From an optimization exercise on the open Yosys and OpenROAD flow, aimed at small area and a short achievable clock period; shortcuts taken in it are not production practice. In this exercise RTL edits were held to simulation tests only and were not proved equivalent to the original. Power and IR drop assume default switching activity.

--- flow/config.mk ---
export PLATFORM = sky130hd
export DESIGN_NAME = uart_rx_recorder
export DESIGN_NICKNAME = uart_rx_recorder
export VERILOG_FILES = /design/flow/design.v
export SDC_FILE = /design/flow/constraint.sdc
export NUM_CORES = 4
export LEC_CHECK = 0
export CAP_MARGIN = 20
export CORE_MARGIN = 2
export CORE_UTILIZATION = 40
export CTS_CLUSTER_DIAMETER = 60
export CTS_CLUSTER_SIZE = 30
export GPL_TIMING_DRIVEN = 0
export PLACE_DENSITY = 0.75
export SETUP_SLACK_MARGIN = 1.5
export SLEW_MARGIN = 20
export SYNTH_HIERARCHICAL = 1
export TNS_END_PERCENT = 5
--- flow/constraint.sdc ---
create_clock -name core_clock -period 3.5 [get_ports {clk}]
set_input_delay 0.7000 -clock core_clock [delete_from_list [all_inputs] [get_ports {clk}]]
set_output_delay 0.7000 -clock core_clock [all_outputs]
set_load 0.01 [all_outputs]
--- flow/design.v ---
module uart_rx_recorder (
  input  logic       clk,
  input  logic       rst,
  input  logic       i_valid,
  input  logic [7:0] i_data,
  input  logic       i_clear,
  input  logic [8:0] i_raddr,
  output logic [7:0] o_rdata,
  output logic [9:0] o_count,
  output logic       o_busy,
  output logic       o_done,
  output logic       o_full,
  output logic [7:0] o_checksum
);
  logic       busy_q, done_q;
  logic [9:0] count_q;
  logic [7:0] sum_q;
  logic       we;
  logic [9:0] count_inc;
  logic       last;
  assign we        = i_valid & ~i_clear & ~done_q;
  assign count_inc = count_q + 10'd1;
  assign last      = (i_data == 8'h00) | count_q[9] | (&count_q[8:0]);
  always_ff @(posedge clk) begin
    if (rst || i_clear) begin
      busy_q  <= 1'b0;
      done_q  <= 1'b0;
      count_q <= '0;
      sum_q   <= '0;
    end else if (we) begin
      busy_q  <= ~last;
      done_q  <= last;
      count_q <= count_inc;
      sum_q   <= sum_q + i_data;
    end
  end
  assign o_count    = count_q;
  assign o_busy     = busy_q;
  assign o_done     = done_q;
  assign o_full     = count_q[9];
  assign o_checksum = sum_q;
  logic [7:0] wa_q, wb_q, wc_q;
  always_ff @(posedge clk) begin
    if (rst || i_clear) begin
      wa_q <= 8'd1;
      wb_q <= 8'd1;
      wc_q <= 8'd1;
    end else if (we) begin
      wa_q <= {wa_q[6:0], wa_q[7]};
      if (wa_q[7]) wb_q <= {wb_q[6:0], wb_q[7]};
      if (wa_q[7] && wb_q[7]) wc_q <= {wc_q[6:0], wc_q[7]};
    end
  end
  logic [63:0]  wbc;
  logic [511:0] rsel;
  always_comb begin
    for (int k = 0; k < 64; k++) wbc[k] = we & wb_q[k % 8] & wc_q[k / 8];
    for (int r = 0; r < 512; r++) rsel[r] = (i_raddr == 9'(r));
  end
  logic [7:0] mem [512];
  for (genvar r = 0; r < 512; r++) begin : g_row
    always_ff @(posedge clk) begin
      if (wa_q[r % 8] && wbc[r / 8]) mem[r] <= i_data;
    end
  end
  logic [7:0] rd;
  for (genvar b = 0; b < 8; b++) begin : g_bit
    logic [63:0]  l1;
    logic [31:0]  l2_n;
    logic [7:0]   l3;
    logic [3:0]   l4_n;
    for (genvar i = 0; i < 64; i++) begin : g_l1
      uart_rx_recorder_or8 u (.s(rsel[8*i +: 8]), .d({mem[8*i+7][b], mem[8*i+6][b], mem[8*i+5][b], mem[8*i+4][b],
                                                   mem[8*i+3][b], mem[8*i+2][b], mem[8*i+1][b], mem[8*i][b]}),
                              .y(l1[i]));
    end
    for (genvar i = 0; i < 32; i++) begin : g_l2
      uart_rx_recorder_nor2 u (.a(l1[2*i]), .b(l1[2*i+1]), .y(l2_n[i]));
    end
    for (genvar i = 0; i < 8; i++) begin : g_l3
      uart_rx_recorder_nand4 u (.a(l2_n[4*i]), .b(l2_n[4*i+1]), .c(l2_n[4*i+2]), .d(l2_n[4*i+3]), .y(l3[i]));
    end
    for (genvar i = 0; i < 4; i++) begin : g_l4
      uart_rx_recorder_nor2 u (.a(l3[2*i]), .b(l3[2*i+1]), .y(l4_n[i]));
    end
    logic [1:0] l5;
    for (genvar i = 0; i < 2; i++) begin : g_l5
      uart_rx_recorder_nand2 u (.a(l4_n[2*i]), .b(l4_n[2*i+1]), .y(l5[i]));
    end
    assign rd[b] = l5[0] | l5[1];
  end
  always_ff @(posedge clk) begin
    if (rst) o_rdata <= '0;
    else     o_rdata <= rd;
  end
endmodule
module uart_rx_recorder_or8 (
  input  logic [7:0] s,
  input  logic [7:0] d,
  output logic       y
);
  assign y = |(s & d);
endmodule
module uart_rx_recorder_nand4 (
  input  logic a, b, c, d,
  output logic y
);
  assign y = ~(a & b & c & d);
endmodule
module uart_rx_recorder_nor2 (
  input  logic a, b,
  output logic y
);
  assign y = ~(a | b);
endmodule
module uart_rx_recorder_nand2 (
  input  logic a, b,
  output logic y
);
  assign y = ~(a & b);
endmodule
--- flow/run.sh ---
#!/bin/bash
# synth_recipe.tcl (not shown) runs the flow's synth.tcl, then flattens the netlist and writes it again
# the make line also repeats each setting of config.mk as NAME=value (left out here)
make -C /OpenROAD-flow-scripts/flow DESIGN_CONFIG=/design/flow/config.mk WORK_HOME=/design/flow/orfs CLKGATE_MAP_FILE= SYNTH_SCRIPT=/design/flow/synth_recipe.tcl finish
==> results of run 1 <==
## cells in the final DEF, fill, tap and decap left out, types with 73 or more instances in the layout
cell	netlist	final
edfxtp_1	4096	4096
nand4_1	579	579
a22oi_1	2055	1851
and3_1	459	249
nor2_1	848	285
and3_2	0	172
a22oi_2	0	204
nor2_4	0	136
buf_4	4	96
nor2_2	0	427
clkbuf_16	0	253
clkbuf_2	4	73
## registers in the layout, indices dropped and copies added (netlist names)
name,flops
mem,4096
count_q,10
o_rdata,8
sum_q,8
wa_q,8
wb_q,8
wc_q,8
busy_q,1
done_q,1
## logic make-up after synthesis
logic type	count (synthesis)	synth area share, %
AND/OR/NAND/NOR	2092	7.09
AO/OA/AOI/OAI	2101	10.3
XOR/XNOR	9	0.0520
adder cells (fa/ha/maj)	10	0.0875
flip-flops	4148	81.8
buffers and inverters	243	0.630
## layout make-up
cell class              instances  area [µm²]  share of cell area (%)
plain buffers                 243        2300                    1.31
diodes                         62         155                  0.0885
flip-flops and latches       4148      124000                    70.8
multi-input cells            4212       30800                    17.6
repair buffers                251        4060                    2.32
clock buffers                 227        5480                    3.12
clock inverters               157        2100                    1.20
well taps                    5016        6280                    3.58
## final timing paths
| check | start | to | slack (ns) | cells after the start |
|---|---|---|---|---|
| setup / recovery | i_raddr[0] | o_rdata[4] | 0.69 | 14 |
| hold / removal | i_data[0] | mem[229][0] | 0.17 | 1 |
| setup reg to reg | wa_q[5] | mem[61][7] | 0.86 | 3 |
| hold reg to reg | sum_q[4] | sum_q[4] | 0.51 | 2 |
## cells in the mapped netlist (5+ instances only)
master    instances  area, µm²
nand4_1         579       3620
buf_1            15       56.3
nand2_1          97        364
nor2_1          848       3180
o21ai_0           6       30.0
nor2b_1           6       37.5
a22oi_1        2055      15400
nand3_1          10       50.1
and3_1          459       2870
dfxtp_1          52       1040
xnor2_1           5       43.8
edfxtp_1       4096     123000
clkbuf_1        210        788
ha_1              9        113
a21oi_1          28        140
and2_1           72        450
buf_2             9       45.0
## timing repair
item | in CTS | in global routing
resized for setup | 1064 | 726
setup buffers | 19 | 79
cloned | 5 | 20
endpoints found under the setup margin | 4248 | 4167
pin swaps | 113 | 243
## Yosys stat by module, one instance, submodules excluded
module | flip-flops and latches | times used
uart_rx_recorder | 4148 | 1
uart_rx_recorder_nand2 | 0 | 16
uart_rx_recorder_nand4 | 0 | 64
uart_rx_recorder_nor2 | 0 | 288
uart_rx_recorder_or8 | 0 | 512
## power by group
part           internal, µW  total [µW]  leakage, µW  switching (µW)
Sequential            54500       54500       0.0372            13.6
Clock                 13100       30000      0.00364           16900
Combinational           580        2530       0.0123            1950
Total                 68200       87100       0.0532           18900
## per-stage QoR
stage | TNS, ns | power, µW | util [%] | setup slack (ns)
2_1_floorplan | 0 | 55900 | - | 1.14
3_3_place_gp | - | 58600 | 41.9 | -16.37
3_5_place_dp | -928.25 | 57600 | 42.5 | -1.86
4_1_cts | 0 | 86600 | 45.5 | 0.738
5_1_grt | 0 | 88700 | 46.3 | 0.812
6_report | 0 | 87100 | 46.4 | 0.694
## layer usage
layer	vias up	track usage [%]
li1	37000	-
met1	45700	27.1
met3	1421	5.38
met2	7393	34.0
met5	-	0
met4	18	14.1
==> flow_summary.json, run 1 <==
{
  "grt_start_max_net_pins": 121,
  "grtUsageTotal_pct": 21.8,
  "antenna_found_initial": 61,
  "path_clk_slew_ns": 0.10,
  "critPathMostFrequentCell": "nor2_4",
  "routedWlPerCell_um": 31.1,
  "setup_violations": 0,
  "ys_types": 44,
  "rows": 226,
  "ys.flop_type": "edfxtp_1",
  "hpwl_um": 277000,
  "synth_edf_count": 4096,
  "criticalPathCategory": "primary input to register",
  "critPathCaptureType": "register",
  "rsz0062_at_grt": "yes",
  "p_per_area_nw_per_um2": 497,
  "slowest_delay_ns": 0.39,
  "dr_total_vias": 91500,
  "outcome": "complete, no violations",
  "critPathMaxFanout": 8,
  "grt_overflow": 0,
  "whs_ns": 0.174,
  "path_cells": "buf_12 > nor2b_4 > nand2_4 > buf_8 > buf_16 > nor2_4 > a22oi_2 > nand4_1 > nor2_2 > nand4_1 > nor2_2 > nand2_4 > nor2_4 > nor2_4",
  "min_path_type": "primary input to register",
  "worstMarginPinSlew_ns": 1.36,
  "area_delta_synth_final_pct": 15.6,
  "slew_viol_final": 0,
  "crit_path_start_kind": "primary input",
  "die_area_um2": 384000,
  "min_period_ns": 2.81,
  "netlist_area_um2": 152000,
  "cts-root-buf": "clkbuf_16",
  "layout.cells.non_filler": 14300,
  "yosysWarnings": 8,
  "stdcell_area_um2": 175000,
  "clock_path_buffers": 4,
  "io_pins": 50,
  "fin_skew_ns": 0.0831,
  "io_buffers": 49,
  "ir_drop_uv": 465,
  "crit_path_top_delay_cell": "nand4_1",
  "critical_path_buf_inv_count": 3,
  "drt-initial-drc-count": 17200,
  "syn_nets": 8634,
  "drc": 0,
  "cts_made_buffers": 209,
  "first_global_vias": 86300,
  "grt_pass1_wl_um": 606000,
  "wirelength_um": 445000,
  "fillers": 30000,
  "core_area_um2": 378000,
  "postCtsHoldBufs": 0,
  "power.leakage_uw": 0.0532,
  "die_w_um": 620,
  "initial_core_util_pct": 40.1,
  "routed.top_layer": "met5",
  "fp.dieH_um": 620,
  "fmax_ghz": 0.356,
  "cp.arrival_ns": 3.59,
  "ys_async_sr_fraction_pct": 0,
  "first_pass_iters": 7,
  "finalCritPeriodShare_pct": 80.2,
  "ys_seq_area_share_pct": 81.8,
  "vias_per_cell": 6.39,
  "cts.sinks": 4148,
  "worstPathRequired_ns": 4.29,
  "wl_met3_um": 61900,
  "hold_viol_final": 0,
  "htree_num_levels": 4,
  "drt-met1-wl_um": 147000,
  "gp_congestion": 0.916,
  "clock_latency_ns": 0.97,
  "nets": 9096,
  "cap_violations": 0,
  "syn_inst": 8603,
  "critical_path.top_delay_family": "simple AND/OR/NAND/NOR gates",
  "wl_met2_um": 204000,
  "ys_seq_elements": 4148,
  "placed_area_um2": 161000,
  "drive_above_1_share_pct": 20.1,
  "ant_nets": 0,
  "tritoncts": "built",
  "relSlewSlack_pct": 9.20,
  "dp.cells": 13700,
  "synth_area_per_cell_um2": 17.6
}
==> inputs of run 2 (changes only) <==
==> flow/flow/run.sh (new file) <==
#!/bin/bash
# The standard layout, except that the port buffers are buf_4 cells rather
# than the delay cell that buffer_ports picks on its own. make's output goes to
# standard.log here; ORFS keeps each step's log under orfs/logs.
set -euo pipefail
export BUFFER_PORTS_ARGS="-buffer_cell sky130_fd_sc_hd__buf_4"
bash standard.sh > standard.log 2>&1
==> flow/standard.sh (new file) <==
#!/bin/bash
# synth_recipe.tcl (not shown) runs the flow's synth.tcl, then flattens the netlist and writes it again
# the make line also repeats each setting of config.mk as NAME=value (left out here)
make -C /OpenROAD-flow-scripts/flow DESIGN_CONFIG=/design/flow/config.mk WORK_HOME=/design/flow/orfs CLKGATE_MAP_FILE= SYNTH_SCRIPT=/design/flow/synth_recipe.tcl "${@:-finish}"
--- a/flow/config.mk
+++ b/flow/config.mk
@@ -13,3 +13,2 @@
 export GPL_TIMING_DRIVEN = 0
-export PLACE_DENSITY = 0.75
 export SETUP_SLACK_MARGIN = 1.5
removed: flow/run.sh
==> run 2 against run 1 <==
Effect of this change:
- total power up 3.7%
- worst setup slack better by 0.059 ns
- routed wire length up 0.29%
- clock-buffer cell count up 25
- non-clock buffer count down 75
- clock skew up 0.018 ns
- die area unchanged
- first-iteration DRC count down 25%
- combinational power down 9.9%
- critical path depth down 1
- synthesized cell count unchanged
- critical endpoint unchanged
- largest cell class unchanged
- largest power group unchanged
==> flow_summary.json, run 2 <==
{
  "outcome": "complete, no violations",
  "grt_start_max_net_pins": 111,
  "p_total_uw": 90300,
  "ys.flop_type": "edfxtp_1",
  "initial_core_util_pct": 40.1,
  "finalCritPeriodShare_pct": 78.5,
  "setup_violations": 0,
  "worstPathRequired_ns": 4.39,
  "largest_register_ffs": 4096,
  "cap_violations": 0,
  "synth.most_common_cell": "edfxtp_1",
  "grt_use_met1_pct": 30.0,
  "setup.worst_path.end": "o_rdata[4]",
  "critical_path.top_delay_family": "simple AND/OR/NAND/NOR gates",
  "dr_total_vias": 88100,
  "drive_above_1_share_pct": 17.5,
  "reg2reg_from": "wb_q[1]",
  "finish.utilization_pct": 46.1,
  "syn_nets": 8634,
  "cts-root-buf": "clkbuf_16",
  "synth_area_per_cell_um2": 17.6,
  "crit_path_top_delay_cell": "nor2_4",
  "synth_area_leaders": "edfxtp_1 (81%), a22oi_1 (10%), nand4_1 (2.4%)",
  "wirelength_um": 446000,
  "tritoncts": "built",
  "hold_viol_final": 0,
  "power.leakage_uw": 0.0530,
  "cts.sinks": 4148,
  "grt_overflow": 0,
  "synthTopCellsByCount": "edfxtp_1 (4,096), a22oi_1 (2,055), nor2_1 (848)",
  "fmax_ghz": 0.364,
  "grtUsageTotal_pct": 22.4,
  "crit_path_start_kind": "primary input",
  "antenna_found_initial": 56,
  "ys_seq_elements": 4148,
  "ys_async_sr_fraction_pct": 0,
  "clock_latency_ns": 1.00,
  "min_path_type": "primary input to register",
  "netlist.area_leader.share_pct": 81.1,
  "cts_made_buffers": 243,
  "critical_path_buf_inv_count": 2,
  "synth_top_cell_by_area": "edfxtp_1",
  "relSlewSlack_pct": 18.7,
  "worstMarginPinSlew_ns": 1.22,
  "slowest_delay_ns": 0.37,
  "ys_seq_area_share_pct": 81.8,
  "ant_nets": 0,
  "r2r_setup_slack_ns": 0.98,
  "synth_edf_count": 4096,
  "die_area_um2": 384000,
  "fp.dieH_um": 620,
  "ys_types": 44,
  "path_cells": "buf_4 > nor2b_4 > nand3_4 > clkbuf_16 > nor2_2 > a22oi_1 > nand4_1 > nor2_1 > nand4_1 > nor2_4 > nand2_4 > nor2_4 > nor2_1",
  "core_area_um2": 378000,
  "critPathCaptureType": "register",
  "netlist_area_um2": 152000,
  "dp.cells": 13700,
  "stdcell_area_um2": 174000,
  "first_pass_iters": 6,
  "critPathLaunch": "i_raddr[0]",
  "layout_commonest_cell": "edfxtp_1",
  "hpwl_um": 291000,
  "htree_num_levels": 4,
  "cp.depth": 13,
  "final_cell_mix": "edfxtp_1 (4,096), a22oi_1 (1,974), nand4_1 (579)",
  "placed_area_um2": 161000,
  "gp_congestion": 0.897,
  "rr_worst_depth": 5,
  "slew_viol_final": 0,
  "grt_pass1_wl_um": 616000,
  "ir_drop_uv": 440,
  "min_period_ns": 2.75,
  "grt-busiest-layer": "met2",
  "fin_skew_ns": 0.101,
  "vias_per_cell": 6.16,
  "yosysWarnings": 8,
  "reg_top3": "mem (4096), count_q (10)",
  "first_global_vias": 84000,
  "met3_usage_pct": 3.88,
  "die_w_um": 620,
  "area_delta_synth_final_pct": 14.9,
  "io_pins": 50,
  "fillers": 31400,
  "drt-initial-drc-count": 12900,
  "path_clk_slew_ns": 0.10,
  "routedWlPerCell_um": 31.2,
  "nets": 9055,
  "criticalPathCategory": "primary input to register",
  "io_buffers": 49,
  "r2r_end": "mem[331][1]",
  "met2_usage_pct": 36.2,
  "layout.cells.non_filler": 14300,
  "clock_path_buffers": 4,
  "cp.arrival_ns": 3.64,
  "drc": 0,
  "rows": 226,
  "regMostFlops": "mem",
  "critPathMaxFanout": 10,
  "rsz0062_at_grt": "yes",
  "p_per_area_nw_per_um2": 518,
  "syn_inst": 8603
}
run 2: final cells by class:
cell class | count | area, µm² | area share [%]
Tap cell | 5016 | 6280 | 3.60
Clock inverter | 205 | 2820 | 1.62
Antenna cell | 51 | 128 | 0.0733
Multi-Input combinational cell | 4212 | 29400 | 16.9
Sequential cell | 4148 | 124000 | 71.2
Clock buffer | 252 | 6180 | 3.55
Timing Repair Buffer | 176 | 2970 | 1.71
Buffer | 243 | 2370 | 1.36
run 2: metrics by stage:
stage | setup TNS [ns] | hold slack (ns) | worst slack, ns
2_1_floorplan | 0 | 0.491 | 1.14
3_3_place_gp | - | 0.476 | -3.60
3_5_place_dp | -1793.63 | 0.486 | -1.68
4_1_cts | 0 | 0.0106 | 1.00
5_1_grt | 0 | 0.0413 | 0.880
6_report | 0 | 0.0648 | 0.753
run 2: power breakdown:
group / switching, µW / internal, µW / total [µW]
Sequential: 17.8 / 54500 / 54500
Clock: 18300 / 15200 / 33500
Combinational: 1810 / 467 / 2280
Total: 20100 / 70100 / 90300
run 2: cells by family (layout without fill, tap and decap cells):
kind of cell / count (synthesis) / count (layout) / share of synthesized area (%)
flip-flops: 4148 / 4148 / 81.8
buffers and inverters: 243 / 876 / 0.630
other: 0 / 51 / 0
AND/OR/NAND/NOR: 2092 / 2092 / 7.09
AO/OA/AOI/OAI: 2101 / 2101 / 10.3
XOR/XNOR: 9 / 9 / 0.0520
adder cells (fa/ha/maj): 10 / 10 / 0.0875
run 2: worst min path at each step:
stage / to / depth (start not counted) / startpoint / slack, ns
2_1_floorplan: sum_q[4] / 2 / sum_q[4] / 0.49
3_3_place_gp: sum_q[0] / 2 / sum_q[0] / 0.48
6_report: mem[197][3] / 1 / i_data[3] / 0.06
5_1_grt: mem[196][3] / 1 / i_data[3] / 0.04
4_1_cts: mem[196][3] / 1 / i_data[3] / 0.01
3_5_place_dp: sum_q[0] / 2 / sum_q[0] / 0.49
run 2: what timing repair did:
item / in CTS / in global routing
hold endpoints to repair: 15 / 0
pin swaps: 110 / 73
endpoints found under the setup margin: 4175 / 4200
buffers inserted: 27 / 14
resized for setup: 984 / 348
gates cloned: 2 / 2
hold buffers: 2 / 0
run 2: worst reg2reg max path: cells and delay by family, from the launching register on:
kind,cells,cell delay [ns]
buffers and inverters,3,0.92
and+or+nand+nor,2,0.66
DFF,1,0.59
run 2: per-layer routing:
layer	wire, µm	up-vias
met5	66	-
met4	19300	10
met3	45600	784
met2	213000	5051
met1	168000	45300
li1	-	37000
run 2: Yosys stat by module (local to each module, per instance):
| module | flops+latches | cells | cell area [µm²] |
|---|---|---|---|
| uart_rx_recorder_nor2 | 0 | 1 | 3.75 |
| uart_rx_recorder_or8 | 0 | 5 | 36.3 |
| uart_rx_recorder | 4148 | 5675 | 132000 |
| uart_rx_recorder_nand2 | 0 | 1 | 3.75 |
| uart_rx_recorder_nand4 | 0 | 1 | 6.26 |
==> inputs of run 3 (changes only) <==
--- a/flow/design.v
+++ b/flow/design.v
@@ -54,6 +54,6 @@
   logic [63:0]  wbc;
-  logic [511:0] rsel;
+  logic [127:0] rsel;
   always_comb begin
     for (int k = 0; k < 64; k++) wbc[k] = we & wb_q[k % 8] & wc_q[k / 8];
-    for (int r = 0; r < 512; r++) rsel[r] = (i_raddr == 9'(r));
+    for (int r = 0; r < 128; r++) rsel[r] = (i_raddr[6:0] == 7'(r));
   end
@@ -72,3 +72,3 @@
     for (genvar i = 0; i < 64; i++) begin : g_l1
-      uart_rx_recorder_or8 u (.s(rsel[8*i +: 8]), .d({mem[8*i+7][b], mem[8*i+6][b], mem[8*i+5][b], mem[8*i+4][b],
+      uart_rx_recorder_or8 u (.s(rsel[8*(i%16) +: 8]), .d({mem[8*i+7][b], mem[8*i+6][b], mem[8*i+5][b], mem[8*i+4][b],
                                                    mem[8*i+3][b], mem[8*i+2][b], mem[8*i+1][b], mem[8*i][b]}),
@@ -85,7 +85,3 @@
     end
-    logic [1:0] l5;
-    for (genvar i = 0; i < 2; i++) begin : g_l5
-      uart_rx_recorder_nand2 u (.a(l4_n[2*i]), .b(l4_n[2*i+1]), .y(l5[i]));
-    end
-    assign rd[b] = l5[0] | l5[1];
+    assign rd[b] = ~l4_n[i_raddr[8:7]];
   end
@@ -115,7 +111 @@
 endmodule
-module uart_rx_recorder_nand2 (
-  input  logic a, b,
-  output logic y
-);
-  assign y = ~(a & b);
-endmodule
==> flow/run.sh (new file) <==
#!/bin/bash
# synth_recipe.tcl (not shown) runs the flow's synth.tcl, then flattens the netlist and writes it again
# the make line also repeats each setting of config.mk as NAME=value (left out here)
make -C /OpenROAD-flow-scripts/flow DESIGN_CONFIG=/design/flow/config.mk WORK_HOME=/design/flow/orfs CLKGATE_MAP_FILE= SYNTH_SCRIPT=/design/flow/synth_recipe.tcl finish
removed: flow/flow/run.sh
removed: flow/standard.sh
==> run 3 against run 2 <==
Effect of this change:
- combinational power grew 32%
- largest power group unchanged
- core utilization grew 2.9 points
- first-iteration DRC count grew 7.7%
- via count grew 4.1%
- final cell count grew 2.7%
- sequential cell count is the same
==> flow_summary.json, run 3 <==
{
  "grt_pass1_wl_um": 665000,
  "synth_area_leaders": "edfxtp_1 (82%), a22oi_1 (10%), nand4_1 (2.4%)",
  "whs_ns": 0.205,
  "criticalPathCategory": "primary input to register",
  "synth_top_cell_by_area": "edfxtp_1",
  "pre_cts_slack_ns": -2.84,
  "slew_viol_final": 0,
  "drc": 0,
  "syn_nets": 8130,
  "area_delta_synth_final_pct": 21.7,
  "critPathCaptureType": "register",
  "hp-start": "i_data[0]",
  "routedWlPerCell_um": 33.4,
  "drive_above_1_share_pct": 21.0,
  "min_to": "mem[410][0]",
  "final_cell_mix": "edfxtp_1 (4,096), a22oi_1 (2,010), nand4_1 (579)",
  "fillers": 30000,
  "relSlewSlack_pct": 24.7,
  "clock_latency_ns": 0.94,
  "finalSetupTns_ns": 0,
  "yosysWarnings": 8,
  "reg_top3": "mem (4096), count_q (10)",
  "rsz0062_at_grt": "yes",
  "ys_seq_area_share_pct": 82.7,
  "synth.most_common_cell": "edfxtp_1",
  "finalCritPeriodShare_pct": 89.2,
  "ys_async_sr_fraction_pct": 0,
  "fin_skew_ns": 0.0522,
  "met2_usage_pct": 37.9,
  "vias_per_cell": 6.25,
  "setup_ws_ns": 0.379,
  "critPathMaxFanout": 16,
  "grt-busiest-layer": "met2",
  "min_period_ns": 3.12,
  "ys_types": 46,
  "grt_overflow": 0,
  "io_pins": 50,
  "tritoncts": "built",
  "finish.utilization_pct": 49.0,
  "first_pass_iters": 6,
  "cap_violations": 0,
  "cp.arrival_ns": 3.92,
  "ys.flop_type": "edfxtp_1",
  "synth_edf_count": 4096,
  "hpwl_um": 281000,
  "ys_seq_elements": 4148,
  "crit_path_start_kind": "primary input",
  "reg2reg_from": "wb_q[5]",
  "r2r_setup_slack_ns": 0.46,
  "grtUsageTotal_pct": 24.8,
  "nets": 9486,
  "rows": 224,
  "path_clk_slew_ns": 0.08,
  "antenna_found_initial": 50,
  "min_path_type": "primary input to register",
  "postCtsHoldBufs": 0,
  "wirelength_um": 490000,
  "clock_path_buffers": 4,
  "met3_usage_pct": 5.78,
  "fp.dieH_um": 616,
  "gp_congestion": 0.894,
  "worstPathRequired_ns": 4.30,
  "die_area_um2": 380000,
  "p_per_area_nw_per_um2": 506,
  "syn_inst": 8099,
  "netlist.area_leader.share_pct": 82.0,
  "ir_drop_uv": 386,
  "grt_use_met1_pct": 33.1,
  "die_w_um": 616,
  "hold_viol_final": 0,
  "drt-initial-drc-count": 13900,
  "core_area_um2": 373000,
  "grt_start_max_net_pins": 125,
  "layout_commonest_cell": "edfxtp_1",
  "cts.sinks": 4148,
  "cts-root-buf": "clkbuf_16",
  "outcome": "complete, no violations",
  "setup_violations": 0,
  "initial_core_util_pct": 40.2,
  "fmax_ghz": 0.320,
  "hold_path_depth": 1,
  "cts_made_buffers": 263,
  "htree_num_levels": 5,
  "largest_register_ffs": 4096,
  "first_global_vias": 87300,
  "synth_area_per_cell_um2": 18.5,
  "worstMarginPinSlew_ns": 1.13,
  "synthTopCellsByCount": "edfxtp_1 (4,096), a22oi_1 (2,055), nand4_1 (579)",
  "rr_worst_depth": 4,
  "power.leakage_uw": 0.0574,
  "ant_nets": 0,
  "io_buffers": 44,
  "r2r_end": "mem[106][7]",
  "dr_total_vias": 91700,
  "netlist_area_um2": 150000,
  "regMostFlops": "mem"
}
-- run 3: cell types whose count changed after synthesis, moves of 6 or more --
cell,before,now
nand2_1,97,48
nor2_1,848,455
and3_2,0,6
buf_1,15,1
and3_1,459,452
clkbuf_1,210,154
mux4_2,0,8
-- run 3: power by group --
part	leakage (µW)	internal [µW]	switching, µW
clock	0.00453	16400	18400
sequential	0.0372	54500	10.7
combinational	0.0156	790	2230
-- run 3: layout make-up --
class / instances / area, µm² / area share (%)
Sequential cell: 4148 / 124000 / 68.0
Clock inverter: 184 / 2370 / 1.30
Antenna cell: 46 / 115 / 0.0631
Clock buffer: 296 / 7070 / 3.87
Tap cell: 4972 / 6220 / 3.41
Timing Repair Buffer: 976 / 12600 / 6.89
Buffer: 176 / 1360 / 0.745
Multi-Input combinational cell: 3890 / 28700 / 15.7
-- run 3: cells by family (layout without fill, tap and decap cells) --
logic type,count (synthesis),count (layout),share of synthesized area (%)
AOI/OAI and AO/OA,2101,2101,10.5
xor gates and xnor gates,9,9,0.0526
adders and majority gates,10,10,0.0885
buffers and inverters,176,1632,0.474
DFF,4148,4148,82.7
muxes,8,8,0.120
other,0,46,0
and+or+nand+nor,1647,1762,6.06
-- run 3: critical path: stages --
cell and delay, ns:
buf_12 0.13, nor2_4 0.14, buf_12 0.16, nand3_4 0.12, buf_12 0.19, nor2_4 0.26
buf_12 0.20, a22oi_2 0.07, nand4_1 0.33, nor2_4 0.13, nand4_1 0.49, nor2_1 0.12
mux4_2 0.53, nor2_4 0.28
-- run 3: repair_timing --
| action | 4_1_cts | 5_1_grt |
|---|---|---|
| endpoints found under the setup margin | 4165 | 4349 |
| gates resized for setup | 414 | 317 |
| buffers inserted | 734 | 105 |
| gates cloned | 129 | 7 |
| pin swaps | 290 | 126 |
| hold endpoints to repair | 0 | 0 |
-- run 3: per-module statistics from Yosys, one instance, submodules excluded --
module,times used,cells inside
uart_rx_recorder,1,5187
uart_rx_recorder_nand4,64,1
uart_rx_recorder_nor2,288,1
uart_rx_recorder_or8,512,5
-- run 3: worst max-delay path by stage --
stage	start	end	slack [ns]
6_report	i_raddr[0]	o_rdata[1]	0.38
5_1_grt	i_raddr[5]	o_rdata[2]	0.47
4_1_cts	i_raddr[5]	o_rdata[6]	0.61
3_5_place_dp	i_raddr[3]	o_rdata[1]	-2.84
3_3_place_gp	i_data[3]	sum_q[7]	-15.06
2_1_floorplan	i_raddr[1]	o_rdata[0]	0.40
-- run 3: through the flow --
step                      total power [µW]  std cells  cell area, µm²
after floorplan                      56200       8099          151000
after detailed placement             57900      13200          160000
after CTS                            92300      14500          180000
after global routing                 94200      14700          182000
final                                92300      14700          182000
after global placement               58900      13100          158000
-- run 3: metal layers --
metal | up-vias | wire length [µm]
met4 | 10 | 29400
met2 | 5934 | 220000
li1 | 37600 | -
met3 | 1028 | 59000
met1 | 47200 | 182000
met5 | - | 66
==> inputs of run 4 (changes only) <==
--- a/flow/design.v
+++ b/flow/design.v
@@ -41,19 +41,20 @@
   assign o_checksum = sum_q;
-  logic [7:0] wa_q, wb_q, wc_q;
+  logic [7:0] wa_n_q, wb_q, wc_q;
   always_ff @(posedge clk) begin
     if (rst || i_clear) begin
-      wa_q <= 8'd1;
-      wb_q <= 8'd1;
-      wc_q <= 8'd1;
+      wa_n_q <= 8'hfe;
+      wb_q   <= 8'd1;
+      wc_q   <= 8'd1;
     end else if (we) begin
-      wa_q <= {wa_q[6:0], wa_q[7]};
-      if (wa_q[7]) wb_q <= {wb_q[6:0], wb_q[7]};
-      if (wa_q[7] && wb_q[7]) wc_q <= {wc_q[6:0], wc_q[7]};
+      wa_n_q <= {wa_n_q[6:0], wa_n_q[7]};
+      if (!wa_n_q[7]) wb_q <= {wb_q[6:0], wb_q[7]};
+      if (!wa_n_q[7] && wb_q[7]) wc_q <= {wc_q[6:0], wc_q[7]};
     end
   end
-  logic [63:0]  wbc;
-  logic [127:0] rsel;
+  logic [63:0]  wbc_n;
+  logic [511:0] wen;
+  logic [511:0] rsel;
   always_comb begin
-    for (int k = 0; k < 64; k++) wbc[k] = we & wb_q[k % 8] & wc_q[k / 8];
-    for (int r = 0; r < 128; r++) rsel[r] = (i_raddr[6:0] == 7'(r));
+    for (int k = 0; k < 64; k++) wbc_n[k] = ~(we & wb_q[k % 8] & wc_q[k / 8]);
+    for (int r = 0; r < 512; r++) rsel[r] = (i_raddr == 9'(r));
   end
@@ -61,4 +62,5 @@
   for (genvar r = 0; r < 512; r++) begin : g_row
+    uart_rx_recorder_nor2 u_wen (.a(wa_n_q[r % 8]), .b(wbc_n[r / 8]), .y(wen[r]));
     always_ff @(posedge clk) begin
-      if (wa_q[r % 8] && wbc[r / 8]) mem[r] <= i_data;
+      if (wen[r]) mem[r] <= i_data;
     end
@@ -72,3 +74,3 @@
     for (genvar i = 0; i < 64; i++) begin : g_l1
-      uart_rx_recorder_or8 u (.s(rsel[8*(i%16) +: 8]), .d({mem[8*i+7][b], mem[8*i+6][b], mem[8*i+5][b], mem[8*i+4][b],
+      uart_rx_recorder_or8 u (.s(rsel[8*i +: 8]), .d({mem[8*i+7][b], mem[8*i+6][b], mem[8*i+5][b], mem[8*i+4][b],
                                                    mem[8*i+3][b], mem[8*i+2][b], mem[8*i+1][b], mem[8*i][b]}),
@@ -85,3 +87,7 @@
     end
-    assign rd[b] = ~l4_n[i_raddr[8:7]];
+    logic [1:0] l5;
+    for (genvar i = 0; i < 2; i++) begin : g_l5
+      uart_rx_recorder_nand2 u (.a(l4_n[2*i]), .b(l4_n[2*i+1]), .y(l5[i]));
+    end
+    assign rd[b] = l5[0] | l5[1];
   end
@@ -111 +117,7 @@
 endmodule
+module uart_rx_recorder_nand2 (
+  input  logic a, b,
+  output logic y
+);
+  assign y = ~(a & b);
+endmodule
--- a/flow/config.mk
+++ b/flow/config.mk
@@ -10,4 +10,5 @@
 export CORE_UTILIZATION = 40
-export CTS_CLUSTER_DIAMETER = 60
-export CTS_CLUSTER_SIZE = 30
+export CTS_BUF_LIST = sky130_fd_sc_hd__clkbuf_8
+export CTS_CLUSTER_DIAMETER = 50
+export CTS_CLUSTER_SIZE = 20
 export GPL_TIMING_DRIVEN = 0
==> run 4 against run 3 <==
Effect of this change:
- critical path type unchanged
- die area is 0.15% higher
- first-iteration DRC count shrank 12%
- routed wire length fell by 12%
- highest routed layer unchanged
- largest cell class unchanged
- critical path depth stayed put
- synthesized area rose by 0.15%
- sequential share of layout area rose by 1.0 points
==> flow_summary.json, run 4 <==
{
  "outcome": "complete, no violations",
  "gp_congestion": 0.870,
  "p_total_uw": 88700,
  "critPathCaptureType": "register",
  "dr_total_vias": 87700,
  "fp.dieH_um": 617,
  "die_w_um": 617,
  "reg2reg_from": "wc_q[1]",
  "clock_path_buffers": 4,
  "synth.most_common_cell": "edfxtp_1",
  "synthSimpleGateAreaFrac_pct": 6.52,
  "min_to": "mem[436][1]",
  "io_buffers": 48,
  "synthAdderAreaFrac_pct": 0.0883,
  "hold_path_depth": 1,
  "cts_made_buffers": 367,
  "layout_commonest_cell": "edfxtp_1",
  "worstPathRequired_ns": 4.50,
  "drt-initial-drc-count": 12200,
  "clockPowerShare_pct": 35.4,
  "syn_inst": 8550,
  "slew_viol_final": 0,
  "grt_overflow": 0,
  "first_pass_iters": 8,
  "r2r_end": "mem[94][7]",
  "finish.utilization_pct": 48.2,
  "synth_area_per_cell_um2": 17.6,
  "power.leakage_uw": 0.0526,
  "reg_top3": "mem (4096), count_q (10)",
  "hold_viol_final": 0,
  "relSlewSlack_pct": 31.5,
  "swShare_pct": 23.3,
  "synth_area_leaders": "edfxtp_1 (82%), a22oi_1 (10%), nor2_1 (3.4%)",
  "io_pins": 50,
  "synth_edf_count": 4096,
  "seqPwrFrac_pct": 61.4,
  "yosysWarnings": 8,
  "tritoncts": "built",
  "crit_path_start_kind": "primary input",
  "criticalPathCategory": "primary input to register",
  "min_path_type": "primary input to register",
  "synth_xor_area_share_pct": 0.0583,
  "ys_async_sr_fraction_pct": 0,
  "syn_nets": 8581,
  "routedWlPerCell_um": 29.7,
  "whs_ns": 0.0430,
  "ys_seq_elements": 4148,
  "p_per_area_nw_per_um2": 493,
  "hp-start": "i_data[1]",
  "synth_compound_area_share_pct": 10.4,
  "ys.flop_type": "edfxtp_1",
  "netlist_area_um2": 150000,
  "wirelength_um": 433000,
  "path_clk_slew_ns": 0.09,
  "hpwl_um": 268000,
  "ys_types": 44,
  "synthTopCellsByCount": "edfxtp_1 (4,096), a22oi_1 (2,048), nor2_1 (1,347)",
  "r2r_setup_slack_ns": 1.08,
  "ir_drop_uv": 320,
  "finalSetupTns_ns": 0,
  "area_delta_synth_final_pct": 19.8,
  "synthMuxAreaShare_pct": 0.00750,
  "placed_area_um2": 160000,
  "fin_skew_ns": 0.0972,
  "netlist.area_leader.share_pct": 81.9,
  "worstMarginPinSlew_ns": 1.03,
  "htree_num_levels": 5,
  "cp.arrival_ns": 3.49,
  "final_cell_mix": "edfxtp_1 (4,096), a22oi_1 (1,826), nand4_1 (581)",
  "ant_nets": 0,
  "intPower_uw": 68100,
  "cap_violations": 0,
  "setup_violations": 0,
  "p_sw_uw": 20700,
  "regMostFlops": "mem",
  "first_global_vias": 84400,
  "rows": 224,
  "stdcell_area_um2": 180000,
  "drc": 0,
  "nets": 9305,
  "power_frac_comb_pct": 3.1,
  "rr_worst_depth": 3,
  "core_area_um2": 373000,
  "grt_pass1_wl_um": 594000,
  "largest_register_ffs": 4096,
  "synth_top_cell_by_area": "edfxtp_1",
  "fmax_ghz": 0.402,
  "die_area_um2": 380000,
  "min_period_ns": 2.49,
  "critPathMaxFanout": 8,
  "cts-root-buf": "clkbuf_8",
  "cts.sinks": 4148,
  "grt_start_max_net_pins": 111,
  "ys_seq_area_share_pct": 82.6,
  "rsz0062_at_grt": "yes",
  "drive_above_1_share_pct": 26.0,
  "initial_core_util_pct": 40.2,
  "grtUsageTotal_pct": 21.5,
  "synth_top_family_by_area": "compound AO/OA/AOI/OAI gates",
  "antenna_found_initial": 11,
  "vias_per_cell": 6.02,
  "clock_latency_ns": 1.17,
  "finalCritPeriodShare_pct": 71.1
}
## run 4: changes by cell type in the layout (fill, tap and decap cells not counted), sizes merged, moves of 24 or more
cell / previous run / this run
and3: 458 / 4
and2: 72 / 9
nand2: 50 / 185
clkinv: 74 / 99
clkinvlp: 12 / 36
nor2: 569 / 1348
buf: 965 / 385
diode: 46 / 10
inv: 89 / 149
clkdlybuf4s50: 32 / 2
## run 4: worst max-delay path, stage by stage
cell     delay, ns
buf_12        0.13
nor2b_4       0.19
nand2_4       0.21
buf_8         0.18
buf_16        0.21
nor2_4        0.09
a22oi_2       0.21
nand4_1       0.20
nor2_4        0.21
nand4_1       0.32
nor2_4        0.38
nand2_4       0.18
nor2_4        0.21
nor2_2        0.04
## run 4: stage by stage
stage          std cells  setup slack [ns]
5_1_grt            14600              1.03
4_1_cts            14400             0.677
3_5_place_dp       13700             -2.56
6_report           14600              1.01
3_3_place_gp       13600            -16.81
2_1_floorplan       8550              1.14
## run 4: repair_timing
item,CTS,global route
endpoints found under the setup margin,4151,4159
pin swaps,80,379
resized for setup,1108,1510
endpoints found under the hold margin,190,0
gates cloned,0,20
hold buffers,10,0
setup buffers,17,155
## run 4: worst max-delay path by stage
stage | start | end | depth (start not counted)
after floorplan | i_raddr[6] | o_rdata[0] | 13
after global placement | i_data[1] | mem[128][1] | 1
after detailed placement | i_raddr[6] | o_rdata[4] | 14
after CTS | done_q | mem[196][4] | 6
after global routing | count_q[9] | o_full | 2
final | i_raddr[1] | o_rdata[0] | 14
## run 4: per-layer routing
metal	GRT usage, %	vias to the layer above	routed length [µm]
met5	0	-	10
met2	35.1	4496	208000
met1	29.0	45200	168000
li1	-	37300	-
met3	3.71	747	39000
met4	8.12	2	17800
## run 4: power groups by stage
stage               Sequential (µW)  Combinational, µW  Clock, µW
CTS                           54500               2400      31900
finish                        54500               2770      31500
floorplan                     55700                295          0
detailed placement            55700               2180          0
global route                  54500               2810      33700
global placement              57200               1710          0
## run 4: cells by family (layout without fill, tap and decap cells)
| group | after synthesis | count (layout) |
|---|---|---|
| compound gates | 2090 | 2090 |
| xor+xnor | 10 | 10 |
| fa+ha+maj | 10 | 10 |
| buf+inv | 114 | 1148 |
| flops | 4148 | 4148 |
| mux | 1 | 1 |
| other cells | 0 | 10 |
| simple gates | 2177 | 2177 |
## run 4: per-module statistics from Yosys, one instance, submodules excluded
| module | flip-flops and latches | copies in the design | cell area, µm² | cells inside |
|---|---|---|---|---|
| uart_rx_recorder_nor2 | 0 | 800 | 3.75 | 1 |
| uart_rx_recorder | 4148 | 1 | 128000 | 5110 |
| uart_rx_recorder_nand4 | 0 | 64 | 6.26 | 1 |
| uart_rx_recorder_or8 | 0 | 512 | 36.3 | 5 |
| uart_rx_recorder_nand2 | 0 | 16 | 3.75 | 1 |
## run 4: layout make-up
| class | count | area (µm²) |
|---|---|---|
| fill | 30200 | 193000 |
| sequential | 4148 | 124000 |
| multi-input combinational | 4288 | 33500 |
| tap | 4972 | 6220 |
| timing repair buffer | 355 | 5800 |
| clock buffer | 373 | 5130 |
| clock inverter | 306 | 3400 |
| buffer | 114 | 1670 |
| antenna | 10 | 25.0 |
==> inputs of run 5 (changes only) <==
--- a/flow/config.mk
+++ b/flow/config.mk
@@ -10,5 +10,4 @@
 export CORE_UTILIZATION = 40
-export CTS_BUF_LIST = sky130_fd_sc_hd__clkbuf_8
-export CTS_CLUSTER_DIAMETER = 50
-export CTS_CLUSTER_SIZE = 20
+export CTS_CLUSTER_DIAMETER = 60
+export CTS_CLUSTER_SIZE = 30
 export GPL_TIMING_DRIVEN = 0
==> run 5 against run 4 <==
Effect of this change:
- hold slack improved by 0.033 ns
- worst setup slack lost 0.27 ns
- sequential power hardly changed
- synthesized area stayed put
- register-to-register slack lost 0.17 ns
- core utilization is 0.33 points lower
- via count shrank 1.2%
- sequential cell count unchanged
- sequential share of layout area grew 0.47 points
- critical endpoint is now o_rdata[1]
==> flow_summary.json, run 5 <==
{
  "critPathCaptureType": "register",
  "initial_core_util_pct": 40.2,
  "first_pass_iters": 6,
  "cts-root-buf": "clkbuf_16",
  "tritoncts": "built",
  "slew_viol_final": 0,
  "first_global_vias": 83400,
  "outcome": "complete, no violations",
  "grt_pass1_wl_um": 592000,
  "ys.flop_type": "edfxtp_1",
  "routedWlPerCell_um": 30.3,
  "clock_path_buffers": 4,
  "fmax_ghz": 0.363,
  "clock_latency_ns": 0.94,
  "crit_path_start_kind": "primary input",
  "p_per_area_nw_per_um2": 510,
  "drt-initial-drc-count": 11800,
  "layout_commonest_cell": "edfxtp_1",
  "ys_async_sr_fraction_pct": 0,
  "setup_ws_ns": 0.744,
  "gp_congestion": 0.870,
  "io_pins": 50,
  "ys_seq_elements": 4148,
  "cap_violations": 0,
  "min_path_type": "primary input to register",
  "nets": 9136,
  "ir_drop_uv": 431,
  "pre_cts_slack_ns": -2.56,
  "grt_overflow": 0,
  "hold_path_depth": 1,
  "stdcell_area_um2": 179000,
  "rows": 224,
  "die_area_um2": 380000,
  "p_total_uw": 91000,
  "netlist_area_um2": 150000,
  "area_delta_synth_final_pct": 18.9,
  "synth_area_leaders": "edfxtp_1 (82%), a22oi_1 (10%), nor2_1 (3.4%)",
  "ys_types": 44,
  "path_clk_slew_ns": 0.09,
  "syn_nets": 8581,
  "finish.utilization_pct": 47.9,
  "rr_worst_depth": 6,
  "worstPathRequired_ns": 4.27,
  "rsz0062_at_grt": "yes",
  "yosysWarnings": 8,
  "hpwl_um": 268000,
  "reg_top3": "mem (4096), count_q (10)",
  "ant_nets": 0,
  "ys_seq_area_share_pct": 82.6,
  "vias_per_cell": 6.06,
  "synth_edf_count": 4096,
  "cts_made_buffers": 263,
  "io_buffers": 48,
  "wirelength_um": 433000,
  "min_period_ns": 2.76,
  "fp.dieH_um": 617,
  "hold_viol_final": 0,
  "relSlewSlack_pct": 37.2,
  "fin_skew_ns": 0.0419,
  "criticalPathCategory": "primary input to register",
  "dr_total_vias": 86600,
  "cp.arrival_ns": 3.53,
  "worstMarginPinSlew_ns": 0.942,
  "setup_violations": 0,
  "drc": 0,
  "htree_num_levels": 5,
  "die_w_um": 617,
  "largest_register_ffs": 4096,
  "grt_start_max_net_pins": 111,
  "finalCritPeriodShare_pct": 78.7,
  "synth_area_per_cell_um2": 17.6,
  "power.leakage_uw": 0.0516,
  "synth_top_cell_by_area": "edfxtp_1",
  "critPathMaxFanout": 10,
  "regMostFlops": "mem",
  "synthTopCellsByCount": "edfxtp_1 (4,096), a22oi_1 (2,048), nor2_1 (1,347)",
  "synth.most_common_cell": "edfxtp_1",
  "cts.sinks": 4148,
  "postCtsHoldBufs": 0,
  "netlist.area_leader.share_pct": 81.9,
  "antenna_found_initial": 9,
  "whs_ns": 0.0757,
  "syn_inst": 8550,
  "placed_area_um2": 160000,
  "core_area_um2": 373000,
  "r2r_setup_slack_ns": 0.91,
  "drive_above_1_share_pct": 23.1,
  "final_cell_mix": "edfxtp_1 (4,096), a22oi_1 (1,841), nand4_1 (581)",
  "grtUsageTotal_pct": 21.5
}
run 5: cell counts after synthesis:
Identical to the previous run, type by type.
run 5: stage by stage:
step	cells	setup TNS (ns)
after floorplan	8550	0
after global placement	13600	-
after detailed placement	13700	-1474.39
after CTS	14200	0
after global routing	14300	0
final	14300	0
run 5: path summary, 6_finish.rpt:
check,start,to
hold / removal,i_data[7],mem[289][7]
setup reg to reg,done_q,mem[119][5]
setup / recovery,i_raddr[2],o_rdata[1]
hold reg to reg,sum_q[4],sum_q[4]
run 5: routing by layer:
metal	up-vias	share of wire (%)	wire, µm	global-route usage [%]
li1	36800	-	-	-
met1	44800	39	169000	29.0
met2	4348	48	208000	34.8
met3	680	9.1	39500	3.75
met4	0	3.9	17000	8.23
met5	-	0	0	0
run 5: area by class of cell:
class | count | area [µm²]
Clock buffer | 286 | 6780
Clock inverter | 195 | 2360
Fill cell | 30300 | 194000
Tap cell | 4972 | 6220
Antenna cell | 8 | 20.0
Buffer | 114 | 1580
Multi-Input combinational cell | 4288 | 32400
Sequential cell | 4148 | 124000
Timing Repair Buffer | 290 | 5140
run 5: cell families after synthesis:
logic type,Yosys count,synth area share (%)
flops,4148,82.6
simple gates,2177,6.52
compound gates,2090,10.4
buf+inv,114,0.293
xor+xnor,10,0.0583
fa+ha+maj,10,0.0883
mux,1,0.00750
run 5: repair_timing:
item                        CTS  global route
setup buffers                12            98
hold endpoints to repair      0             0
pin swaps                   136           234
gates resized for setup    1049          1194
gates cloned                  1            26
setup endpoints to repair  4258          4261
run 5: where the power goes:
| group | leakage [µW] | total (µW) | switching [µW] | internal, µW |
|---|---|---|---|---|
| clock network | 0.00441 | 33800 | 17900 | 15900 |
| logic | 0.0100 | 2750 | 2110 | 641 |
| registers | 0.0372 | 54500 | 36.0 | 54500 |
run 5: worst max-delay path: stages:
cell and delay (ns):
buf_6 0.14, nor2b_4 0.19, nand2_4 0.19, buf_8 0.30
nor2_2 0.17, a22oi_2 0.23, nand4_1 0.27, nor2_4 0.22
nand4_1 0.46, nor2_1 0.29, nand2_1 0.12, nor2_4 0.15
nor2_1 0.06
run 5: modules after synthesis (local to each module, per instance):
module / cell area [µm²] / cells inside / times used
uart_rx_recorder: 128000 / 5110 / 1
uart_rx_recorder_nand2: 3.75 / 1 / 16
uart_rx_recorder_nand4: 6.26 / 1 / 64
uart_rx_recorder_nor2: 3.75 / 1 / 800
uart_rx_recorder_or8: 36.3 / 5 / 512
==> inputs of run 6 (changes only) <==
--- a/flow/design.v
+++ b/flow/design.v
@@ -69,6 +69,8 @@
   for (genvar b = 0; b < 8; b++) begin : g_bit
-    logic [63:0]  l1;
-    logic [31:0]  l2_n;
-    logic [7:0]   l3;
-    logic [3:0]   l4_n;
+    logic [63:0] l1;
+    logic [31:0] l2_n;
+    logic [15:0] l3;
+    logic [7:0]  l4_n;
+    logic [3:0]  l5;
+    logic [1:0]  l6_n;
     for (genvar i = 0; i < 64; i++) begin : g_l1
@@ -81,13 +83,15 @@
     end
-    for (genvar i = 0; i < 8; i++) begin : g_l3
-      uart_rx_recorder_nand4 u (.a(l2_n[4*i]), .b(l2_n[4*i+1]), .c(l2_n[4*i+2]), .d(l2_n[4*i+3]), .y(l3[i]));
+    for (genvar i = 0; i < 16; i++) begin : g_l3
+      uart_rx_recorder_nand2 u (.a(l2_n[2*i]), .b(l2_n[2*i+1]), .y(l3[i]));
     end
-    for (genvar i = 0; i < 4; i++) begin : g_l4
+    for (genvar i = 0; i < 8; i++) begin : g_l4
       uart_rx_recorder_nor2 u (.a(l3[2*i]), .b(l3[2*i+1]), .y(l4_n[i]));
     end
-    logic [1:0] l5;
-    for (genvar i = 0; i < 2; i++) begin : g_l5
+    for (genvar i = 0; i < 4; i++) begin : g_l5
       uart_rx_recorder_nand2 u (.a(l4_n[2*i]), .b(l4_n[2*i+1]), .y(l5[i]));
     end
-    assign rd[b] = l5[0] | l5[1];
+    for (genvar i = 0; i < 2; i++) begin : g_l6
+      uart_rx_recorder_nor2 u (.a(l5[2*i]), .b(l5[2*i+1]), .y(l6_n[i]));
+    end
+    assign rd[b] = ~(l6_n[0] & l6_n[1]);
   end
@@ -105,8 +109,2 @@
 endmodule
-module uart_rx_recorder_nand4 (
-  input  logic a, b, c, d,
-  output logic y
-);
-  assign y = ~(a & b & c & d);
-endmodule
 module uart_rx_recorder_nor2 (
==> run 6 against run 5 <==
Effect of this change:
- still clean
- synthesized cell count rose by 1.4%
- non-clock buffer count decreased by 68
- first-iteration DRC count is 6.8% higher
- routed wire length shrank 0.87%
- sequential cell count did not move
- total power is 6.1% lower
- hold slack gained 0.038 ns
- worst setup slack got worse by 0.0049 ns
- synthesized area increased by 0.20%
- clock skew grew 0.0045 ns
- global-route usage is 0.11 points lower
- register-to-register slack worse by 0.03 ns
==> flow_summary.json, run 6 <==
{
  "outcome": "complete, no violations",
  "netlist.area_leader.share_pct": 81.8,
  "slowest_delay_ns": 0.34,
  "worstPathRequired_ns": 4.29,
  "cts_made_buffers": 200,
  "ir_drop_uv": 357,
  "die_area_um2": 381000,
  "cap_violations": 0,
  "grt_overflow": 0,
  "fillers": 31400,
  "synth_edf_count": 4096,
  "io_pins": 50,
  "slew_viol_final": 0,
  "ys_seq_area_share_pct": 82.5,
  "fp.dieH_um": 617,
  "min_path_type": "primary input to register",
  "hold_viol_final": 0,
  "ys_seq_elements": 4148,
  "ys_types": 44,
  "relSlewSlack_pct": 36.1,
  "path_clk_slew_ns": 0.10,
  "synthTopCellsByCount": "edfxtp_1 (4,096), a22oi_1 (2,048), nor2_1 (1,379)",
  "critPathCaptureType": "register",
  "netlist_area_um2": 150000,
  "synth.most_common_cell": "edfxtp_1",
  "drc": 0,
  "fmax_ghz": 0.362,
  "min_period_ns": 2.76,
  "ys.flop_type": "edfxtp_1",
  "regMostFlops": "mem",
  "io_buffers": 48,
  "drive_above_1_share_pct": 20.1,
  "synth_top_cell_by_area": "edfxtp_1",
  "setup_violations": 0,
  "worstMarginPinSlew_ns": 0.959,
  "p_per_area_nw_per_um2": 491,
  "p_total_uw": 85500,
  "initial_core_util_pct": 40.1,
  "grt_start_max_net_pins": 115,
  "layout_commonest_cell": "edfxtp_1",
  "clock_latency_ns": 0.92,
  "path_cells": "buf_2 > nor2b_4 > buf_4 > nand2_4 > clkbuf_16 > buf_16 > nor2_2 > a22oi_1 > nand4_1 > nor2_2 > nand2_2 > nor2_4 > nand2_2 > nor2_4 > a21oi_2",
  "yosysWarnings": 8,
  "crit_path_start_kind": "primary input",
  "crit_path_top_delay_cell": "nor2_4",
  "cts.sinks": 4148,
  "criticalPathCategory": "primary input to register",
  "power.leakage_uw": 0.0508,
  "finish.utilization_pct": 46.4,
  "cts-root-buf": "clkbuf_16",
  "synth_area_leaders": "edfxtp_1 (82%), a22oi_1 (10%), nor2_1 (3.4%)",
  "first_pass_iters": 6,
  "gp_congestion": 0.845,
  "rows": 225,
  "finalCritPeriodShare_pct": 78.9,
  "drt-initial-drc-count": 12600,
  "hpwl_um": 272000,
  "tritoncts": "built",
  "antenna_found_initial": 24,
  "syn_inst": 8670,
  "grt_pass1_wl_um": 591000,
  "final_cell_mix": "edfxtp_1 (4,096), a22oi_1 (1,894), nor2_2 (580)",
  "fin_skew_ns": 0.0464,
  "ant_nets": 0,
  "critPathMaxFanout": 8,
  "dr_total_vias": 86200,
  "largest_register_ffs": 4096,
  "rsz0062_at_grt": "yes",
  "wirelength_um": 429000,
  "htree_num_levels": 4,
  "core_area_um2": 375000,
  "first_global_vias": 82800,
  "grtUsageTotal_pct": 21.4,
  "reg_top3": "mem (4096), count_q (10)",
  "routedWlPerCell_um": 30.1,
  "vias_per_cell": 6.05,
  "syn_nets": 8701,
  "area_delta_synth_final_pct": 15.8,
  "clock_path_buffers": 4,
  "cp.arrival_ns": 3.55,
  "nets": 9125,
  "synth_area_per_cell_um2": 17.4,
  "die_w_um": 617,
  "ys_async_sr_fraction_pct": 0
}
-- run 6: cell types whose count changed in the layout (fill, tap and decap cells not counted), sizes merged, moves of 13 or more --
| cell | before | now |
|---|---|---|
| buf | 304 | 207 |
| clkbuf | 354 | 305 |
| clkdlybuf4s50 | 30 | 17 |
| clkinv | 81 | 51 |
| inv | 89 | 64 |
| nand2 | 185 | 329 |
| nand4 | 581 | 517 |
| nor2 | 1348 | 1380 |
-- run 6: per-layer routing --
metal / vias to the layer above / share of wire (%) / global-route usage [%] / wire length (µm)
met4: 0 / 3.5 / 7.31 / 15100
met3: 586 / 8.8 / 2.83 / 37900
met5: - / 0 / 0 / 0
met2: 4442 / 49 / 35.2 / 209000
li1: 36700 / - / - / -
met1: 44500 / 39 / 29.2 / 168000
-- run 6: stage by stage --
stage	cell area, µm²	worst slack, ns	TNS (ns)	hold WS (ns)	instances
after floorplan	151000	1.14	0	0.440	8670
after global placement	157000	-16.68	-	0.457	13700
after detailed placement	160000	-2.20	-956.44	0.460	13800
after CTS	171000	0.613	0	0.0669	14200
after global routing	174000	0.846	0	0.0803	14200
final	174000	0.740	0	0.114	14200
-- run 6: repair_timing --
action,4_1_cts,5_1_grt
pin swaps,49,98
setup endpoints to repair,4148,4149
hold buffers,1,0
hold endpoints to repair,4,0
buffers inserted,9,29
gates cloned,1,22
gates resized for setup,1139,646
-- run 6: final cells by class --
cell class	instances	area, µm²	area share [%]
diodes	8	20.0	0.0115
plain buffers	114	1330	0.763
clock buffers	211	5110	2.93
clock inverters	133	1700	0.976
multi-input cells	4408	31300	18.0
flip-flops and latches	4148	124000	71.3
well taps	4994	6250	3.59
repair buffers	222	4320	2.48
-- run 6: worst paths after layout --
kind	from	endpoint	slack, ns	cells past startpoint
max	i_raddr[2]	o_rdata[5]	0.74	15
min	i_data[5]	mem[26][5]	0.11	1
max reg2reg	done_q	mem[182][2]	0.88	7
min reg2reg	wb_q[6]	wb_q[7]	0.47	2
-- run 6: power by group --
part           switching, µW  leakage (µW)  total (µW)  internal [µW]
clock network          16200       0.00330       28300          12200
logic                   2030        0.0103        2610            581
registers               58.3        0.0372       54500          54500
-- run 6: Yosys stat by module, one instance, submodules excluded --
module | area, µm² | copies in the design | flops+latches | cells inside
uart_rx_recorder | 128000 | 1 | 4148 | 5102
uart_rx_recorder_nand2 | 3.75 | 160 | 0 | 1
uart_rx_recorder_nor2 | 3.75 | 848 | 0 | 1
uart_rx_recorder_or8 | 36.3 | 512 | 0 | 5
-- run 6: cells by family (layout without fill, tap and decap cells) --
group / count (synthesis) / after routing / share of synthesized area [%]
simple gates: 2289 / 2289 / 6.68
flops: 4148 / 4148 / 82.5
fa+ha+maj: 10 / 10 / 0.0882
buf+inv: 114 / 680 / 0.292
compound gates: 2098 / 2098 / 10.4
other cells: 0 / 8 / 0
mux: 1 / 1 / 0.00748
xor+xnor: 10 / 10 / 0.0582
-- run 6: critical path, delay by kind of cell --
family | cells | cell delay [ns]
buf+inv | 4 | 0.76
compound gates | 2 | 0.32
simple gates | 9 | 1.69
==> inputs of run 7 (changes only) <==
--- a/flow/config.mk
+++ b/flow/config.mk
@@ -9,3 +9,3 @@
 export CORE_MARGIN = 2
-export CORE_UTILIZATION = 40
+export CORE_UTILIZATION = 45
 export CTS_CLUSTER_DIAMETER = 60
==> run 7 against run 6 <==
Effect of this change:
- first-iteration DRC count is 7.7% lower
- global-route usage increased by 2.3 points
- via count up 0.50%
- highest routed layer unchanged
==> flow_summary.json, run 7 <==
{
  "grt_start_max_net_pins": 111,
  "netlist_area_um2": 150000,
  "grt_overflow": 0,
  "clock_latency_ns": 0.93,
  "rows": 212,
  "worstMarginPinSlew_ns": 1.03,
  "path_clk_slew_ns": 0.11,
  "htree_num_levels": 4,
  "largest_register_ffs": 4096,
  "finalCritPeriodShare_pct": 70.6,
  "synth.most_common_cell": "edfxtp_1",
  "outcome": "complete, no violations",
  "gp_congestion": 0.844,
  "cp.arrival_ns": 3.04,
  "crit_path_top_delay_cell": "clkbuf_2",
  "vias_per_cell": 6.26,
  "drc": 0,
  "io_pins": 50,
  "drt-initial-drc-count": 11600,
  "slew_viol_final": 0,
  "fp.dieH_um": 582,
  "syn_nets": 8701,
  "rsz0062_at_grt": "yes",
  "synth_area_per_cell_um2": 17.4,
  "cts-root-buf": "clkbuf_16",
  "clock_path_buffers": 4,
  "area_delta_synth_final_pct": 19.5,
  "critPathMaxFanout": 10,
  "path_cells": "clkbuf_2 > nand2_2 > nor2_2",
  "critPathCaptureType": "register",
  "first_pass_iters": 6,
  "synth_edf_count": 4096,
  "cts.sinks": 4148,
  "slowest_delay_ns": 0.77,
  "cts_made_buffers": 217,
  "die_area_um2": 339000,
  "drive_above_1_share_pct": 26.0,
  "antenna_found_initial": 8,
  "ys_types": 44,
  "first_global_vias": 82500,
  "dr_total_vias": 86600,
  "synth_top_cell_by_area": "edfxtp_1",
  "core_area_um2": 333000,
  "cap_violations": 0,
  "yosysWarnings": 8,
  "netlist.area_leader.share_pct": 81.8,
  "criticalPathCategory": "register to register",
  "grt_pass1_wl_um": 580000,
  "ir_drop_uv": 542,
  "regMostFlops": "mem",
  "p_total_uw": 87600,
  "io_buffers": 48,
  "syn_inst": 8670,
  "worstPathRequired_ns": 4.07,
  "ys.flop_type": "edfxtp_1",
  "grtUsageTotal_pct": 23.7,
  "ant_nets": 0,
  "layout_commonest_cell": "edfxtp_1",
  "initial_core_util_pct": 45.2,
  "nets": 9307,
  "power.leakage_uw": 0.0531,
  "whs_ns": 0.182,
  "relSlewSlack_pct": 31.7,
  "reg_top3": "mem (4096), count_q (10)",
  "ys_async_sr_fraction_pct": 0,
  "hold_viol_final": 0,
  "die_w_um": 582,
  "ys_seq_area_share_pct": 82.5,
  "hpwl_um": 263000,
  "routedWlPerCell_um": 30.3,
  "fin_skew_ns": 0.0629,
  "setup_violations": 0,
  "ys_seq_elements": 4148,
  "crit_path_start_kind": "register",
  "fmax_ghz": 0.405,
  "min_period_ns": 2.47,
  "tritoncts": "built",
  "p_per_area_nw_per_um2": 487,
  "final_cell_mix": "edfxtp_1 (4,096), a22oi_1 (1,797), nor2_4 (647)",
  "min_path_type": "primary input to register",
  "wirelength_um": 420000,
  "synthTopCellsByCount": "edfxtp_1 (4,096), a22oi_1 (2,048), nor2_1 (1,379)",
  "synth_area_leaders": "edfxtp_1 (82%), a22oi_1 (10%), nor2_1 (3.4%)"
}
## run 7: final timing paths
path                            startpoint          end  slack (ns)  depth (start not counted)
worst max-delay path               wc_q[1]   mem[89][0]        1.03                          3
worst max register to register     wc_q[1]   mem[89][0]        1.03                          3
worst min register to register     wb_q[4]      wb_q[5]        0.47                          2
worst min-delay path             i_data[4]  mem[275][4]        0.18                          1
## run 7: critical path: cells and delay by family, from the launching register on
kind                   cells  cell delay, ns
and+or+nand+nor            2            1.00
DFF                        1            0.33
buffers and inverters      1            0.77
## run 7: layout make-up
type,instances,area (µm²)
Clock inverter,168,2150
Buffer,114,1590
Timing Repair Buffer,387,6020
Fill cell,25500,153000
Clock buffer,225,5550
Multi-Input combinational cell,4408,34800
Tap cell,4387,5490
Antenna cell,9,22.5
Sequential cell,4148,124000
## run 7: cell families after synthesis
kind of cell	after synthesis	synth area share, %
muxes	1	0.00748
DFF	4148	82.5
AOI/OAI and AO/OA	2098	10.4
adders and majority gates	10	0.0882
buffers and inverters	114	0.292
xor gates and xnor gates	10	0.0582
and+or+nand+nor	2289	6.68
## run 7: metal layers
layer  vias to the layer above  track usage, %  routed length (µm)
met5                         -               0                   0
met3                       591            3.27               35100
li1                      37100               -                   -
met4                         0            7.90               14900
met1                     44800            33.4              167000
met2                      4065            38.0              203000
## run 7: through the flow
stage | worst slack (ns) | instance area [µm²] | instances | util (%) | TNS (ns)
2_1_floorplan | 1.14 | 151000 | 8670 | - | 0
3_3_place_gp | -16.79 | 157000 | 13100 | 47.0 | -
3_5_place_dp | -1.97 | 160000 | 13200 | 47.9 | -1099.15
4_1_cts | 0.682 | 171000 | 13600 | 51.3 | 0
5_1_grt | 1.03 | 180000 | 13800 | 53.9 | 0
6_report | 1.03 | 180000 | 13800 | 53.9 | 0
## run 7: timing repair
action | in CTS | in global routing
buffers inserted | 9 | 208
pin swaps | 22 | 354
endpoints found under the hold margin | 2 | 0
setup endpoints to repair | 4143 | 4155
resized for setup | 1117 | 1645
hold buffers | 1 | 0
gates cloned | 0 | 12
## run 7: modules after synthesis (local to each module, per instance)
| module | area [µm²] | flip-flops and latches |
|---|---|---|
| uart_rx_recorder_nand2 | 3.75 | 0 |
| uart_rx_recorder | 128000 | 4148 |
| uart_rx_recorder_nor2 | 3.75 | 0 |
| uart_rx_recorder_or8 | 36.3 | 0 |
## run 7: report_power, final
group,leakage [µW],total (µW),switching [µW],internal [µW]
registers,0.0372,54500,56.0,54500
logic,0.0121,2680,2060,619
clock network,0.00373,30300,16800,13500
total,0.0531,87600,18900,68700

## re-timing with driven ports
Ports are ideal in the flow. The routed layouts listed here were re-timed in OpenROAD.
Step 1 assumes that a clkbuf_16 drives the clock port and a buf_2 every other input.
Step 2 also shifts input and output timing later by t, the mid clock arrival at the registers, as if the neighbouring blocks saw the same clock.
Three values: ideal, step 1, step 2; two values: the first two.
run | t, ns | setup slack, ns | hold WS [ns] | worst setup path at the end | worst slew at a driven data input, ns
run 1 | 1.042 | 0.694 / 0.607 / -0.435 | 0.174 / 0.128 / 0.513 | input to register | 0.27
run 2 | 1.077 | 0.753 / 0.716 / -0.361 | 0.065 / -0.017 / 0.502 | input to register | 0.30
run 3 | 1.022 | 0.379 / 0.324 / -0.698 | 0.205 / 0.148 / 0.501 | input to register | 0.23
run 4 | 1.246 | 1.011 / 0.949 / -0.296 | 0.043 / -0.026 / 0.451 | input to register | 0.30
run 5 | 1.022 | 0.744 / 0.659 / -0.363 | 0.076 / 0.016 / 0.478 | input to register | 0.56
run 6 | 1.014 | 0.740 / 0.664 / -0.350 | 0.114 / 0.099 / 0.471 | input to register | 0.33
run 7 | 1.002 | 1.030 / 0.865 / -0.138 | 0.182 / 0.132 / 0.469 | input to register | 0.29
Met with ideal ports but missed after step 2: setup timing in every run listed. For run 4, which loses most, drivers alone change the setup slack by -0.062 ns; drivers and shift together by -1.307 ns.
